This design comes from an exercise in tuning for small area and a short achievable clock period on the open sky130 flow, not from production work.
In this exercise RTL edits were held to simulation tests only and were not proved equivalent to the original.
Power and IR drop assume default switching activity.

==> flow/design.v (excerpt) <==
module parallel_accumulator (
    input  logic                   clk,
    input  logic                   rst,
    input  logic [16-1:0][32-1:0] in_values,
    input  logic [16-1:0][4-1:0]    in_ids,
    input  logic                   in_valid,
    input  logic [4-1:0][16-1:0]   in_dst_ids,
    input  logic [4-1:0][16-1:0] in_src_masks,
    input  logic [4-1:0] in_dst_valid,
    output logic [16-1:0][32-1:0] sums,
    output logic [16-1:0][4-1:0]    out_ids,
    output logic [16-1:0]   seg_end,
    output logic                   out_valid,
    output logic [4-1:0][16-1:0]   out_dst_ids,
    output logic [4-1:0][16-1:0] out_src_masks,
    output logic [4-1:0] out_dst_valid
);
Size: about 7600 cells after synthesis.
clock: 4.5 ns
lec_check: 0
cap_margin: 20
core_margin: 2
core_utilization: 40
slew_margin: 20
run.sh (not shown) runs the stock make flow with config.mk's settings and CLKGATE_MAP_FILE= SYNTH_SCRIPT=/design/flow/synth_recipe.tcl, a recipe that flattens the netlist after the stock synthesis.
Change:
==> flow/flow/run.sh (new file) <==
#!/bin/bash
# The standard layout (standard.sh), with the port buffers made from the small buf_1 cell
# instead of the cell buffer_ports picks by default. Everything else is the standard flow.
set -euo pipefail
bash standard.sh "BUFFER_PORTS_ARGS=-buffer_cell sky130_fd_sc_hd__buf_1" finish > standard_flow.log 2>&1
==> flow/standard.sh (new file) <==
#!/bin/bash
# synth_recipe.tcl (not shown) runs the flow's synth.tcl, then flattens the netlist and writes it again
# the make line also repeats each setting of config.mk as NAME=value (left out here)
make -C /OpenROAD-flow-scripts/flow DESIGN_CONFIG=/design/flow/config.mk WORK_HOME=/design/flow/orfs CLKGATE_MAP_FILE= SYNTH_SCRIPT=/design/flow/synth_recipe.tcl "${@:-finish}"
CTS_CLUSTER_DIAMETER = 70   (was not set)
CTS_CLUSTER_SIZE = 22   (was not set)
SETUP_SLACK_MARGIN = 1.0   (was not set)
removed: flow/run.sh
The new run completed with no timing, DRC or antenna violations.
Power shrinks by about 16%.
Design area drops by 9.1%.
Worst hold slack is worse by 0.18 ns.
Count of clock-buffer cells in the layout came out lower by 325.
Via count is lower by 1.7%.
Flip-flop and latch count does not change.

========
parallel_accumulator, a different RTL version from the one above (not shown whole).
For scale: about 6,800 cells after synthesis, ~3,800 flip-flops, ~110,000 um^2 of cells after synthesis.
export LEC_CHECK = 0
export CAP_MARGIN = 20
export CORE_MARGIN = 2
export CORE_UTILIZATION = 60
export CTS_CLUSTER_DIAMETER = 80
export CTS_CLUSTER_SIZE = 26
export SETUP_SLACK_MARGIN = 1.0
export SLEW_MARGIN = 20
create_clock -name core_clock -period 4.5 [get_ports {clk}]
standard.sh (not shown) runs the stock make flow with config.mk's settings and CLKGATE_MAP_FILE= SYNTH_SCRIPT=/design/flow/synth_recipe.tcl, a recipe that flattens the netlist after the stock synthesis.
==> flow/flow/run.sh <==
#!/bin/bash
# The standard layout (standard.sh), with the port buffers made from the small buf_1 cell
# instead of the cell buffer_ports picks by default. Everything else is the standard flow.
set -euo pipefail
bash standard.sh "BUFFER_PORTS_ARGS=-buffer_cell sky130_fd_sc_hd__buf_1" finish > standard_flow.log 2>&1
The starting point completed without violations.
Then changed:
Settings changed: CORE_UTILIZATION 60 to 40, SETUP_SLACK_MARGIN 1.0 to default.
What happened:
- first-iteration DRC count drops by 5.1%
- fmax went down by 12%
- non-clock buffer count falls by 5
- global-route usage decreases by 9.6 points
- final area stays flat
Then changed:
Settings changed: SETUP_SLACK_MARGIN from default to 1.0.
=> The changed run completed with no timing, DRC or antenna violations. Via count came out higher by 0.52%. Synthesized cell count does not change. Wire length climbs by 1.6%. Die area is unchanged. Power climbs by 1.1%. Design area came out higher by 2.7%. Combinational power came out higher by 14%.
Then changed:
Settings changed: CORE_UTILIZATION 40 to 60, SETUP_SLACK_MARGIN 1.0 to 0.8.
What happened:
- The new run ran to the end with no violations
- worst hold slack improves by 0.018 ns
- cell count goes down by about 11%
- area after synthesis does not change
- sequential share of layout area came out higher by 2.0 points

========
== before ==
parallel_accumulator with an RTL version that a note above also has.
Size: roughly 7600 cells after synthesis, roughly 4600 flip-flops, about 1400 I/O pins, about 0.12 mm² of cells after synthesis.
Settings: LEC_CHECK=0, CAP_MARGIN=20, CORE_MARGIN=2, CORE_UTILIZATION=40, CTS_CLUSTER_DIAMETER=80, CTS_CLUSTER_SIZE=26, SETUP_SLACK_MARGIN=2.0, SLEW_MARGIN=20; clock period 4.5 ns.
Scripts as last shown in full above: flow/flow/run.sh
before has completed all stages; timing, DRC and antenna checks passed.
Changes in after relative to before:
Settings: changing CTS_CLUSTER_SIZE from 26 to 28; changing CORE_UTILIZATION from 40 to 55; removing SETUP_SLACK_MARGIN (formerly 2.0); removing CTS_CLUSTER_DIAMETER (formerly 80).
==> flow/run.sh (new file) <==
#!/bin/bash
# synth_recipe.tcl (not shown) runs the flow's synth.tcl, then flattens the netlist and writes it again
# the make line also repeats each setting of config.mk as NAME=value (left out here)
make -C /OpenROAD-flow-scripts/flow DESIGN_CONFIG=/design/flow/config.mk WORK_HOME=/design/flow/orfs CLKGATE_MAP_FILE= SYNTH_SCRIPT=/design/flow/synth_recipe.tcl finish
removed: flow/flow/run.sh
removed: flow/standard.sh
==> notes.md <==
In summary, after completed successfully, with a layout that passed the timing, design-rule and antenna checks. Diff before -> after: quantity of I/O buffers inserted on ports shows no meaningful change; sequential power shows no meaningful change; maximum frequency shows a reduction of about 13%. Summary of after over before: H-tree depth moved up, worst hold slack moved up. The worst-margin pin slew in after was lower than what before gave.

========
## rev 12
RTL: one of the versions met above, not the one the previous note started from.
For scale: about 3,800 flip-flops, ~1,400 I/O pins, about 110,000 sq um of cells after synthesis.
Settings: LEC_CHECK=0, CAP_MARGIN=20, CORE_MARGIN=2, CORE_UTILIZATION=65, CTS_CLUSTER_DIAMETER=80, CTS_CLUSTER_SIZE=26, SETUP_SLACK_MARGIN=1.0, SLEW_MARGIN=20; clock period 4.5 ns.
==> flow/flow/run.sh <==
#!/bin/bash
# The standard layout (standard.sh), with the port buffers made from the small buf_1 cell
# instead of the cell buffer_ports picks by default. Everything else is the standard flow.
set -euo pipefail
bash standard.sh "BUFFER_PORTS_ARGS=-buffer_cell sky130_fd_sc_hd__buf_1" finish > standard_flow.log 2>&1
The following lists how rev 13 was set up differently from rev 12:
# rev 12
export LEC_CHECK = 0
export CAP_MARGIN = 20
export CORE_MARGIN = 2
export CORE_UTILIZATION = 65
export CTS_CLUSTER_DIAMETER = 80
export CTS_CLUSTER_SIZE = 26
export SETUP_SLACK_MARGIN = 1.0
export SLEW_MARGIN = 20
create_clock -name core_clock -period 4.5 [get_ports {clk}]
# rev 13
export LEC_CHECK = 0
export CAP_MARGIN = 20
export CORE_MARGIN = 2
export CORE_UTILIZATION = 40
export CTS_CLUSTER_DIAMETER = 80
export CTS_CLUSTER_SIZE = 26
export SETUP_SLACK_MARGIN = 2.0
export SLEW_MARGIN = 20
create_clock -name core_clock -period 4.5 [get_ports {clk}]
Notes after the runs:
The final reports for rev 13 and rev 12 show number of CTS-inserted buffers higher in the former.
Against rev 12, rev 13 comes in 110 um higher on y dimension of the die.
Going from rev 12 to rev 13, filler cell count grew by more than 100%.
Combinational share of power for rev 13 is higher than for rev 12.
Comparing final core utilization for rev 12 and rev 13, the bigger number came from rev 12.
Rev 13 vs rev 12 — global routing met1 resource utilization dropped 12 points.
Cell area: rev 12 and rev 13 compared, higher one is rev 13
The hold slack number comes out lower for rev 13 vs rev 12.
Run comparison: rev 12 end of the critical path x4_12_22_q4; rev 13 end of the critical path x4_8_22_q4

==> port drivers added, routing unchanged <==
In the flow no input, the clock included, has a driving cell. The finished layouts below were timed again as built, in two steps.
Step 1 sets driving cells, clkbuf_16 on the clock port and buf_2 on the other inputs (assumed; they add their load-dependent delay and slew).
Step 2 adds t to the input delays and takes it off the output delays; t is the mean of the earliest and latest rising clock arrival at the registers after step 1. Input paths then give back, and output paths get back, about the clock's delay inside the block.
a / b / c = ideal / step 1 / step 2; a / b = the first two.
| run | t, ns | slack for setup (ns) | latest minus earliest clock arrival (ns) | pins driven straight from the clock port |
|---|---|---|---|---|
| the first run of note 1 | 1.020 | 0.688 / 0.603 / -0.236 | 0.093 / 0.093 | 1 |
| the second run of note 1 | 0.972 | 1.034 / 1.034 / 0.166 | 0.082 / 0.082 | 1 |
| the first run of note 2 | 0.938 | 0.856 / 0.856 / 0.044 | 0.034 / 0.033 | 1 |
| the second run of note 2 | 0.973 | 0.355 / 0.355 / -0.401 | 0.062 / 0.062 | 1 |
| the third run of note 2 | 0.969 | 0.782 / 0.782 / -0.022 | 0.048 / 0.048 | 1 |
| the fourth run of note 2 | 0.948 | 0.840 / 0.840 / -0.028 | 0.035 / 0.035 | 1 |
| before | 0.991 | 1.149 / 1.149 / 0.303 | 0.061 / 0.062 | 1 |
| after | 1.058 | 0.667 / 0.667 / -0.275 | 0.078 / 0.078 | 1 |
| rev 12 | 0.941 | 0.828 / 0.828 / -0.043 | 0.034 / 0.034 | 1 |
| rev 13 | 0.957 | 0.735 / 0.735 / -0.016 | 0.075 / 0.075 | 1 |
Met with ideal ports but missed after step 2: setup timing in 7 of these runs. The setup slack of after, which loses most, moves by 0.000 ns with the drivers and by -0.942 ns with both steps.
